Background: an optimization exercise with open tools, aiming at small area, a short achievable clock period and few clock cycles per item. Do not read the settings as production practice.
RTL that was checked went through simulation tests only; none was proved equivalent to the original.
The flow treats the clock pin as an ideal source. Dropping or thinning the clock tree relies on that and would not hold on a real chip.
No activity file was given, so power comes from the tool's default toggle rates.

Setup of run D:
==> module fetch_top, before the edit <==
module fetch_top #(
    parameter int LO_W    = 6,
    parameter int CREDITS = 2
) (
    input  logic        clk,
    input  logic        rst_n_i,
    input  logic        redirect_valid_i,
    input  logic [31:0] redirect_pc_i,
    input  logic        credit_return_i,
    input  logic [7:0]  mem_data_i,
    output logic        fetch_valid_o,
    output logic [31:0] fetch_pc_o,
    output logic [31:0] fetch_insn_o,
    output logic        mem_rd_o,
    output logic [31:0] mem_addr_o
);
    localparam int LO = LO_W + 2;
    logic [31:LO]   hi_q;
    logic [LO-1:2]  rd_lo_q;
    logic [LO-1:2]  dl_lo_q;
    logic [1:0]     off_q;       
    logic [31:0]    insn_q;      
    logic           boot_q;      
    logic           done_q;      
    logic           valid_q;     
    logic           carry_q;     
    logic [1:0]     occ_q;       
    logic           room;
    logic           last;
    logic           take;
    logic           wrap;
    assign room = (occ_q + {1'b0, valid_q}) < 2'(CREDITS);
    assign last = (off_q == 2'd3) && !carry_q;
    assign take = last && room && !boot_q;
    assign wrap = &rd_lo_q;
    always_ff @(posedge clk) begin
        if (!rst_n_i) begin
            boot_q  <= 1'b1;
            done_q  <= 1'b0;
            valid_q <= 1'b0;
            carry_q <= 1'b0;
            occ_q   <= 2'd0;
        end else begin
            boot_q <= 1'b0;
            occ_q  <= occ_q + {1'b0, valid_q} - {1'b0, credit_return_i};
            if (redirect_valid_i) begin
                done_q  <= 1'b0;
                valid_q <= 1'b0;
                carry_q <= 1'b0;
            end else begin
                done_q  <= take;
                valid_q <= done_q;
                if (take) begin
                    carry_q <= wrap;
                end
                if (carry_q && valid_q) begin
                    carry_q <= 1'b0;
                end
            end
        end
    end
    always_ff @(posedge clk) begin
        if (redirect_valid_i) begin
            hi_q    <= redirect_pc_i[31:LO];
            rd_lo_q <= redirect_pc_i[LO-1:2];
            off_q   <= 2'd0;
        end else if (boot_q) begin
            hi_q    <= '0;
            rd_lo_q <= '0;
            off_q   <= 2'd0;
        end else begin
            off_q   <= off_q + {1'b0, !carry_q};
            rd_lo_q <= rd_lo_q + {{(LO_W-1){1'b0}}, take};
            hi_q    <= hi_q + {{(30-LO_W-1){1'b0}}, carry_q & valid_q};
        end
    end
    always_ff @(posedge clk) begin
        insn_q <= {mem_data_i, insn_q[31:8]};
        if (take) begin
            dl_lo_q <= rd_lo_q;
        end
    end
    assign mem_rd_o      = 1'b1;
    assign mem_addr_o    = {hi_q, rd_lo_q, off_q};
    assign fetch_valid_o = valid_q;
    assign fetch_pc_o    = {hi_q, dl_lo_q, 2'b00};
    assign fetch_insn_o  = insn_q;
endmodule
Settings: LEC_CHECK=0, CAP_MARGIN=20, CORE_MARGIN=2, CORE_UTILIZATION=40, SETUP_SLACK_MARGIN=4.7, SLEW_MARGIN=20; clock period 7.0 ns.
standard.sh (not shown) runs the stock make flow with config.mk's settings and CLKGATE_MAP_FILE= SYNTH_SCRIPT=/design/flow/synth_recipe.tcl, a recipe that flattens the netlist after the stock synthesis.
==> flow/flow/run.sh <==
#!/bin/bash
# standard layout with plain buf_1 port buffers and a one-level clock tree
set -euo pipefail
export BUFFER_PORTS_ARGS="-buffer_cell sky130_fd_sc_hd__buf_1"
export CTS_ARGS="-sink_clustering_enable -repair_clock_nets -dont_use_dummy_load"
export POST_CTS_TCL="$PWD/flow/post_cts.tcl"
bash standard.sh > flow_standard.log 2>&1
Other scripts of this flow, unchanged in this note and not shown: flow/flow/post_cts.tcl
Relative to run D, the following input files were edited for run B:
diff --git a/flow/design.v b/flow/design.v
--- a/flow/design.v
+++ b/flow/design.v
@@ -48,7 +48,6 @@
     logic [LO-1:2]  dl_lo_q;
     logic [1:0]     off_q;       
     logic [31:0]    insn_q;      
-    logic           boot_q;      
     logic           done_q;      
     logic           valid_q;     
     logic           carry_q;     
@@ -59,47 +58,41 @@
     logic           wrap;
     assign room = (occ_q + {1'b0, valid_q}) < 2'(CREDITS);
     assign last = (off_q == 2'd3) && !carry_q;
-    assign take = last && room && !boot_q;
+    assign take = last && room;
     assign wrap = &rd_lo_q;
     always_ff @(posedge clk) begin
         if (!rst_n_i) begin
-            boot_q  <= 1'b1;
+            hi_q    <= '0;
+            rd_lo_q <= '0;
+            off_q   <= 2'd0;
             done_q  <= 1'b0;
             valid_q <= 1'b0;
             carry_q <= 1'b0;
             occ_q   <= 2'd0;
         end else begin
-            boot_q <= 1'b0;
-            occ_q  <= occ_q + {1'b0, valid_q} - {1'b0, credit_return_i};
+            occ_q <= occ_q + {1'b0, valid_q} - {1'b0, credit_return_i};
             if (redirect_valid_i) begin
+                hi_q    <= redirect_pc_i[31:LO];
+                rd_lo_q <= redirect_pc_i[LO-1:2];
+                off_q   <= 2'd0;
                 done_q  <= 1'b0;
                 valid_q <= 1'b0;
                 carry_q <= 1'b0;
             end else begin
                 done_q  <= take;
                 valid_q <= done_q;
+                if (!carry_q) begin
+                    off_q <= off_q + 2'd1;
+                end
                 if (take) begin
+                    rd_lo_q <= rd_lo_q + 1'b1;
                     carry_q <= wrap;
                 end
                 if (carry_q && valid_q) begin
+                    hi_q    <= hi_q + 1'b1;
                     carry_q <= 1'b0;
                 end
             end
-        end
-    end
-    always_ff @(posedge clk) begin
-        if (redirect_valid_i) begin
-            hi_q    <= redirect_pc_i[31:LO];
-            rd_lo_q <= redirect_pc_i[LO-1:2];
-            off_q   <= 2'd0;
-        end else if (boot_q) begin
-            hi_q    <= '0;
-            rd_lo_q <= '0;
-            off_q   <= 2'd0;
-        end else begin
-            off_q   <= off_q + {1'b0, !carry_q};
-            rd_lo_q <= rd_lo_q + {{(LO_W-1){1'b0}}, take};
-            hi_q    <= hi_q + {{(30-LO_W-1){1'b0}}, carry_q & valid_q};
         end
     end
     always_ff @(posedge clk) begin
Summary of the comparison: post-synthesis instance total is higher in run B, relative to run D.
Die area | run B < run D
Higher met3 wire length among run B and run D: run B
Taking run D over run B, the total length of routed met2 wires ratio works out to 1.18.
In run B, the utilization came out 1.8 points below the value in run D.
Looking at average wire per cell in the routed design, run B sits about 6% lower than run D does.
| post-route worst setup slack | run B vs run D | better |
Between run B and run D, xor/xnor share of the synthesized area is higher for run D, run B comes in under that.
Testbench counts of run B, summed over its fixed seeds: cycles 69,980, items 16,000.
Function not checked in run D: the RTL went through the layout flow alone. No run of this note takes its clock network from TritonCTS; it comes from the design's own scripts or RTL.

* * *

Another version of the RTL of fetch_top (not shown whole).
Size in the first run: about 290 cells after synthesis, roughly 74 flip-flops, roughly 140 I/O pins, about 2900 µm² of cells after synthesis.
==> module fetch_top, before the edit <==
module fetch_top #(
    parameter int LO_W    = 5,
    parameter int CREDITS = 2
) (
    input  logic        clk,
    input  logic        rst_n_i,
    input  logic        redirect_valid_i,
    input  logic [31:0] redirect_pc_i,
    input  logic        credit_return_i,
    input  logic [7:0]  mem_data_i,
    output logic        fetch_valid_o,
    output logic [31:0] fetch_pc_o,
    output logic [31:0] fetch_insn_o,
    output logic        mem_rd_o,
    output logic [31:0] mem_addr_o
);
    localparam int LO = LO_W + 2;
    logic [31:LO]   hi_q;
    logic [LO-1:2]  rd_lo_q;
    logic [LO-1:2]  dl_lo_q;
    logic [1:0]     off_q;       
    logic [31:0]    insn_q;      
    logic           done_q;      
    logic           valid_q;     
    logic           carry_q;     
    logic [1:0]     occ_q;       
    logic           room;
    logic           last;
    logic           take;
    logic           wrap;
    assign room = (occ_q + {1'b0, valid_q}) < 2'(CREDITS);
    assign last = (off_q == 2'd3) && !carry_q;
    assign take = last && room;
    assign wrap = &rd_lo_q;
    always_ff @(posedge clk) begin
        if (!rst_n_i) begin
            hi_q    <= '0;
            rd_lo_q <= '0;
            off_q   <= 2'd0;
            done_q  <= 1'b0;
            valid_q <= 1'b0;
            carry_q <= 1'b0;
            occ_q   <= 2'd0;
        end else begin
            occ_q <= occ_q + {1'b0, valid_q} - {1'b0, credit_return_i};
            if (redirect_valid_i) begin
                hi_q    <= redirect_pc_i[31:LO];
                rd_lo_q <= redirect_pc_i[LO-1:2];
                off_q   <= 2'd0;
                done_q  <= 1'b0;
                valid_q <= 1'b0;
                carry_q <= 1'b0;
            end else begin
                done_q  <= take;
                valid_q <= done_q;
                if (!carry_q) begin
                    off_q <= off_q + 2'd1;
                end
                if (take) begin
                    rd_lo_q <= rd_lo_q + 1'b1;
                    carry_q <= wrap;
                end
                if (carry_q && valid_q) begin
                    hi_q    <= hi_q + 1'b1;
                    carry_q <= 1'b0;
                end
            end
        end
    end
    always_ff @(posedge clk) begin
        insn_q <= {mem_data_i, insn_q[31:8]};
        if (take) begin
            dl_lo_q <= rd_lo_q;
        end
    end
    assign mem_rd_o      = 1'b1;
    assign mem_addr_o    = {hi_q, rd_lo_q, off_q};
    assign fetch_valid_o = valid_q;
    assign fetch_pc_o    = {hi_q, dl_lo_q, 2'b00};
    assign fetch_insn_o  = insn_q;
endmodule
Settings: LEC_CHECK=0, CAP_MARGIN=20, CORE_MARGIN=2, CORE_UTILIZATION=40, PLACE_DENSITY=0.8, SETUP_SLACK_MARGIN=4.7, SLEW_MARGIN=20; clock period 7.0 ns.
Scripts as last shown in full above: flow/flow/run.sh
Other scripts of this flow, unchanged in this note and not shown: flow/flow/post_cts.tcl
Testbench counts at the start, summed over its fixed seeds: cycles 70,352, items 16,000.
Then changed:
--- a/flow/design.v
+++ b/flow/design.v
@@ -28,5 +28,5 @@
 `timescale 1ns/1ns
 module fetch_top #(
-    parameter int LO_W    = 5,
+    parameter int LO_W    = 7,
     parameter int CREDITS = 2
 ) (
The new run ran to the end with no violations; global-route usage rises by 2.8 points; core utilization came out higher by 5.5 points; via count goes up by roughly a tenth; wire length goes up by a quarter to a third; clock power grows by a few percent; die area climbs by a few percent; sequential power came out higher by a few percent; power is higher by a few percent; final cell count grows by a little under a tenth.
Only the layout flow was run in the second run of this note; the RTL was not checked for function there. No run of this note takes its clock network from TritonCTS; it comes from the design's own scripts or RTL.

* * *

## the reference run
The RTL this note starts from:
==> flow/design.v <==
`timescale 1ns/1ns
package fetch_pkg;
    parameter int XLEN = 32;
    typedef logic [XLEN-1:0] addr_t;
    typedef union packed {
        logic [3:0][7:0] bytes;
        logic [XLEN-1:0] word;
    } insn_word_u;
    typedef struct packed {
        logic  valid;
        addr_t pc;
    } lookup_t;
    typedef struct packed {
        logic       valid;
        addr_t      pc;
        insn_word_u insn;
    } fetch_t;
    typedef struct packed {
        logic  valid;
        addr_t pc;
    } redirect_t;
    typedef struct packed {
        logic       valid;
        addr_t      pc;
        insn_word_u data;
    } fill_t;
endpackage
`timescale 1ns/1ns
module fetch_top #(
    parameter int LO_W    = 6,
    parameter int CREDITS = 2
) (
    input  logic        clk,
    input  logic        rst_n_i,
    input  logic        redirect_valid_i,
    input  logic [31:0] redirect_pc_i,
    input  logic        credit_return_i,
    input  logic [7:0]  mem_data_i,
    output logic        fetch_valid_o,
    output logic [31:0] fetch_pc_o,
    output logic [31:0] fetch_insn_o,
    output logic        mem_rd_o,
    output logic [31:0] mem_addr_o
);
    localparam int LO = LO_W + 2;
    logic [31:LO]   hi_q;
    logic [LO-1:2]  rd_lo_q;
    logic [LO-1:2]  dl_lo_q;
    logic [1:0]     off_q;       
    logic [31:0]    insn_q;      
    logic           done_q;      
    logic           valid_q;     
    logic           carry_q;     
    logic [1:0]     occ_q;       
    logic           room;
    logic           last;
    logic           take;
    logic           wrap;
    assign room = (occ_q + {1'b0, valid_q}) < 2'(CREDITS);
    assign last = (off_q == 2'd3) && !carry_q;
    assign take = last && room;
    assign wrap = &rd_lo_q;
    always_ff @(posedge clk) begin
        if (!rst_n_i) begin
            hi_q    <= '0;
            rd_lo_q <= '0;
            off_q   <= 2'd0;
            done_q  <= 1'b0;
            valid_q <= 1'b0;
            carry_q <= 1'b0;
            occ_q   <= 2'd0;
        end else begin
            occ_q <= occ_q + {1'b0, valid_q} - {1'b0, credit_return_i};
            if (redirect_valid_i) begin
                hi_q    <= redirect_pc_i[31:LO];
                rd_lo_q <= redirect_pc_i[LO-1:2];
                off_q   <= 2'd0;
                done_q  <= 1'b0;
                valid_q <= 1'b0;
                carry_q <= 1'b0;
            end else begin
                done_q  <= take;
                valid_q <= done_q;
                if (!carry_q) begin
                    off_q <= off_q + 2'd1;
                end
                if (take) begin
                    rd_lo_q <= rd_lo_q + 1'b1;
                    carry_q <= wrap;
                end
                if (carry_q && valid_q) begin
                    hi_q    <= hi_q + 1'b1;
                    carry_q <= 1'b0;
                end
            end
        end
    end
    always_ff @(posedge clk) begin
        insn_q <= {mem_data_i, insn_q[31:8]};
        if (take) begin
            dl_lo_q <= rd_lo_q;
        end
    end
    assign mem_rd_o      = 1'b1;
    assign mem_addr_o    = {hi_q, rd_lo_q, off_q};
    assign fetch_valid_o = valid_q;
    assign fetch_pc_o    = {hi_q, dl_lo_q, 2'b00};
    assign fetch_insn_o  = insn_q;
endmodule
Settings: LEC_CHECK=0, CAP_MARGIN=20, CORE_MARGIN=2, CORE_UTILIZATION=40, PLACE_DENSITY=0.8, SETUP_SLACK_MARGIN=4.7, SLEW_MARGIN=20; clock period 7.0 ns.
Scripts as last shown in full above: flow/flow/run.sh
Other scripts of this flow, unchanged in this note and not shown: flow/flow/post_cts.tcl
Testbench counts of the reference run, summed over its fixed seeds: cycles 69,980, items 16,000.
> inputs changed (the reference run -> the trial run)
-- flow/design.v --
<<< the reference run, line 28
`timescale 1ns/1ns
module fetch_top #(
    parameter int LO_W    = 6,
    parameter int CREDITS = 2
) (
>>> the trial run, line 28
`timescale 1ns/1ns
module fetch_top #(
    parameter int LO_W    = 4,
    parameter int CREDITS = 2
) (
### Flow results
- The number of design-rule violations left by the first detailed-router iteration in the trial run was higher than what the reference run gave.
- Sort the trial run and the reference run by fraction of area in multi-input gates asc -> top: the reference run
- Status: CTS clock-pin slew for the worst setup and hold paths parity (the reference run, the trial run)
- Sort the trial run and the reference run by met1 demand-to-capacity share in global routing asc -> top: the trial run
- Looking at start point of the critical path, the rst_n_i result is from the trial run; the redirect_valid_i one comes from the reference run.
- The trial run vs. the reference run: register fraction of the total cell area down 1.8 points, total routing usage reported by global routing higher, insertion delay to the later sink of the worst-skew pair level, clock share of power rose by 0.5 points, wire length grew by about 4%.
- Relative to the reference run, the trial run degrades via count.
- Comparing the reference run with the trial run, the worst hold slack came out essentially unchanged.
- Against the reference run, the trial run comes in 0.43% higher on design area.
- The trial run leaves less setup margin than the reference run.
Function not checked in the trial run: the RTL went through the layout flow alone. No run of this note takes its clock network from TritonCTS; it comes from the design's own scripts or RTL.

* * *

## zinc
Starts from the design.v that is shown in full above.
clock: 7.0 ns
lec_check: 0
cap_margin: 20
core_margin: 2
core_utilization: 40
place_density: 0.8
setup_slack_margin: 4.74
slew_margin: 20
Scripts as last shown in full above: flow/flow/run.sh
Other scripts of this flow, unchanged in this note and not shown: flow/flow/post_cts.tcl
Testbench counts of zinc, summed over its fixed seeds: cycles 69,980, items 16,000.
[inputs] indigo vs zinc
--- a/flow/design.v
+++ b/flow/design.v
@@ -24,13 +24,13 @@
         addr_t      pc;
         insn_word_u data;
     } fill_t;
 endpackage
 `timescale 1ns/1ns
 module fetch_top #(
-    parameter int LO_W    = 6,
+    parameter int LO_W    = 5,
     parameter int CREDITS = 2
 ) (
     input  logic        clk,
     input  logic        rst_n_i,
     input  logic        redirect_valid_i,
     input  logic [31:0] redirect_pc_i,
Results
Final instance count without filler cells: indigo vs zinc down 14
Looking at post-synthesis share of cell area spent on full adders, half adders and majority gates, indigo sits 0.43 points higher than zinc does.
zinc leaves more setup margin than indigo.
Diff indigo..zinc | power share of the clock group | negligible
Per the comparison of indigo with zinc, per-cell via count in the routed design higher, fmax lower.
Changes observed in indigo relative to zinc: met2 routing resource usage after global routing now sits higher; placed instance count now sits lower.
Status: overall die area parity (zinc, indigo)
As far as detailed-router iteration count before antenna repair goes, zinc and indigo are indistinguishable; the numbers are identical.
Power: indigo draws less than zinc
Routed length on met2 (lower): zinc
indigo vs. zinc: vias after detailed routing went down by about 2%.
Testbench counts of indigo, summed over its fixed seeds: cycles 70,352, items 16,000.
In every run of this note, the design's own scripts or RTL, not TritonCTS, make the clock network.

* * *

Setup of run 2:
Starts from the design.v that is shown in full above.
Settings: LEC_CHECK=0, CAP_MARGIN=20, CORE_MARGIN=2, CORE_UTILIZATION=40, SETUP_SLACK_MARGIN=4.6, SLEW_MARGIN=20; clock period 7.0 ns.
==> flow/flow/run.sh <==
#!/bin/bash
# standard layout with plain buf_1 port buffers and adjusted clock tree options
set -euo pipefail
export BUFFER_PORTS_ARGS="-buffer_cell sky130_fd_sc_hd__buf_1"
export CTS_ARGS="-sink_clustering_enable -repair_clock_nets -dont_use_dummy_load"
bash standard.sh > flow_standard.log 2>&1
Testbench counts of run 2, summed over its fixed seeds: cycles 69,980, items 16,000.
Relative to run 2, the following input files were edited for run 5:
-- flow/design.v --
<<< run 2, line 89
                    carry_q <= wrap;
                end
                if (carry_q && valid_q) begin
                    hi_q    <= hi_q + 1'b1;
                    carry_q <= 1'b0;
                end
>>> run 5, line 89
                    carry_q <= wrap;
                end
                hi_q <= hi_q + (carry_q & valid_q);
                if (carry_q && valid_q) begin
                    carry_q <= 1'b0;
                end
### Flow results
Routed wire in run 5 totals less than in run 2.
There was hardly any difference in total power between run 5 and run 2.
Run 2 reports its endpoint of the most critical setup path as mem_addr_o[3] while run 5 reports mem_addr_o[11].
Going from run 2 to run 5, average via count per standard cell dropped 0.051, design area moved up.
Taking run 2 as the reference, in run 5 pre-CTS setup slack lower; final critical-path share of the clock period higher; portion of total power attributed to combinational logic lower.
Function not checked in run 5: the RTL went through the layout flow alone.

==> port drivers added, routing unchanged <==
In the flow no input, the clock included, has a driving cell. The finished layouts below were timed again as built, in two steps. Step 1 (the two cells are an assumption about what drives the block):
set clk [get_ports {clk}]
set_driving_cell -lib_cell sky130_fd_sc_hd__clkbuf_16 $clk
set_driving_cell -lib_cell sky130_fd_sc_hd__buf_2 [delete_from_list [all_inputs] $clk]
Step 2 moves the port delays by t, midway between the first and last clock arrival at a register: inputs arrive t later, outputs are due t later. That takes back most of the time a late clock gives input paths. Three values: no drivers, after step 1, after step 2; two values: the first two.
run | shift t [ns] | setup slack, ns | hold slack, ns | latest minus earliest clock arrival (ns)
run D | 0.223 | 4.728 / 4.684 / 4.461 | 0.351 / 0.351 / 0.351 | 0.014 / 0.014
run B | 0.221 | 4.768 / 4.785 / 4.576 | 0.354 / 0.354 / 0.354 | 0.016 / 0.016
the first run of note 2 | 0.217 | 4.765 / 4.791 / 4.580 | 0.354 / 0.354 / 0.354 | 0.005 / 0.005
the second run of note 2 | 0.223 | 4.623 / 4.631 / 4.408 | 0.349 / 0.349 / 0.349 | 0.011 / 0.012
the reference run | 0.220 | 4.798 / 4.781 / 4.603 | 0.353 / 0.353 / 0.353 | 0.012 / 0.012
the trial run | 0.225 | 4.729 / 4.746 / 4.521 | 0.353 / 0.353 / 0.353 | 0.019 / 0.019
zinc | 0.220 | 4.821 / 4.819 / 4.625 | 0.353 / 0.353 / 0.353 | 0.011 / 0.012
indigo | 0.216 | 4.790 / 4.820 / 4.608 | 0.355 / 0.355 / 0.355 | 0.008 / 0.007
run 2 | 0.363 | 4.667 / 4.637 / 4.395 | 0.328 / 0.328 / 0.328 | 0.033 / 0.033
run 5 | 0.351 | 4.655 / 4.627 / 4.470 | 0.328 / 0.328 / 0.328 | 0.021 / 0.021
After both steps setup and hold are still met in every run listed. The setup slack of run 2, which loses most, moves by -0.030 ns with the drivers and by -0.272 ns with both steps.
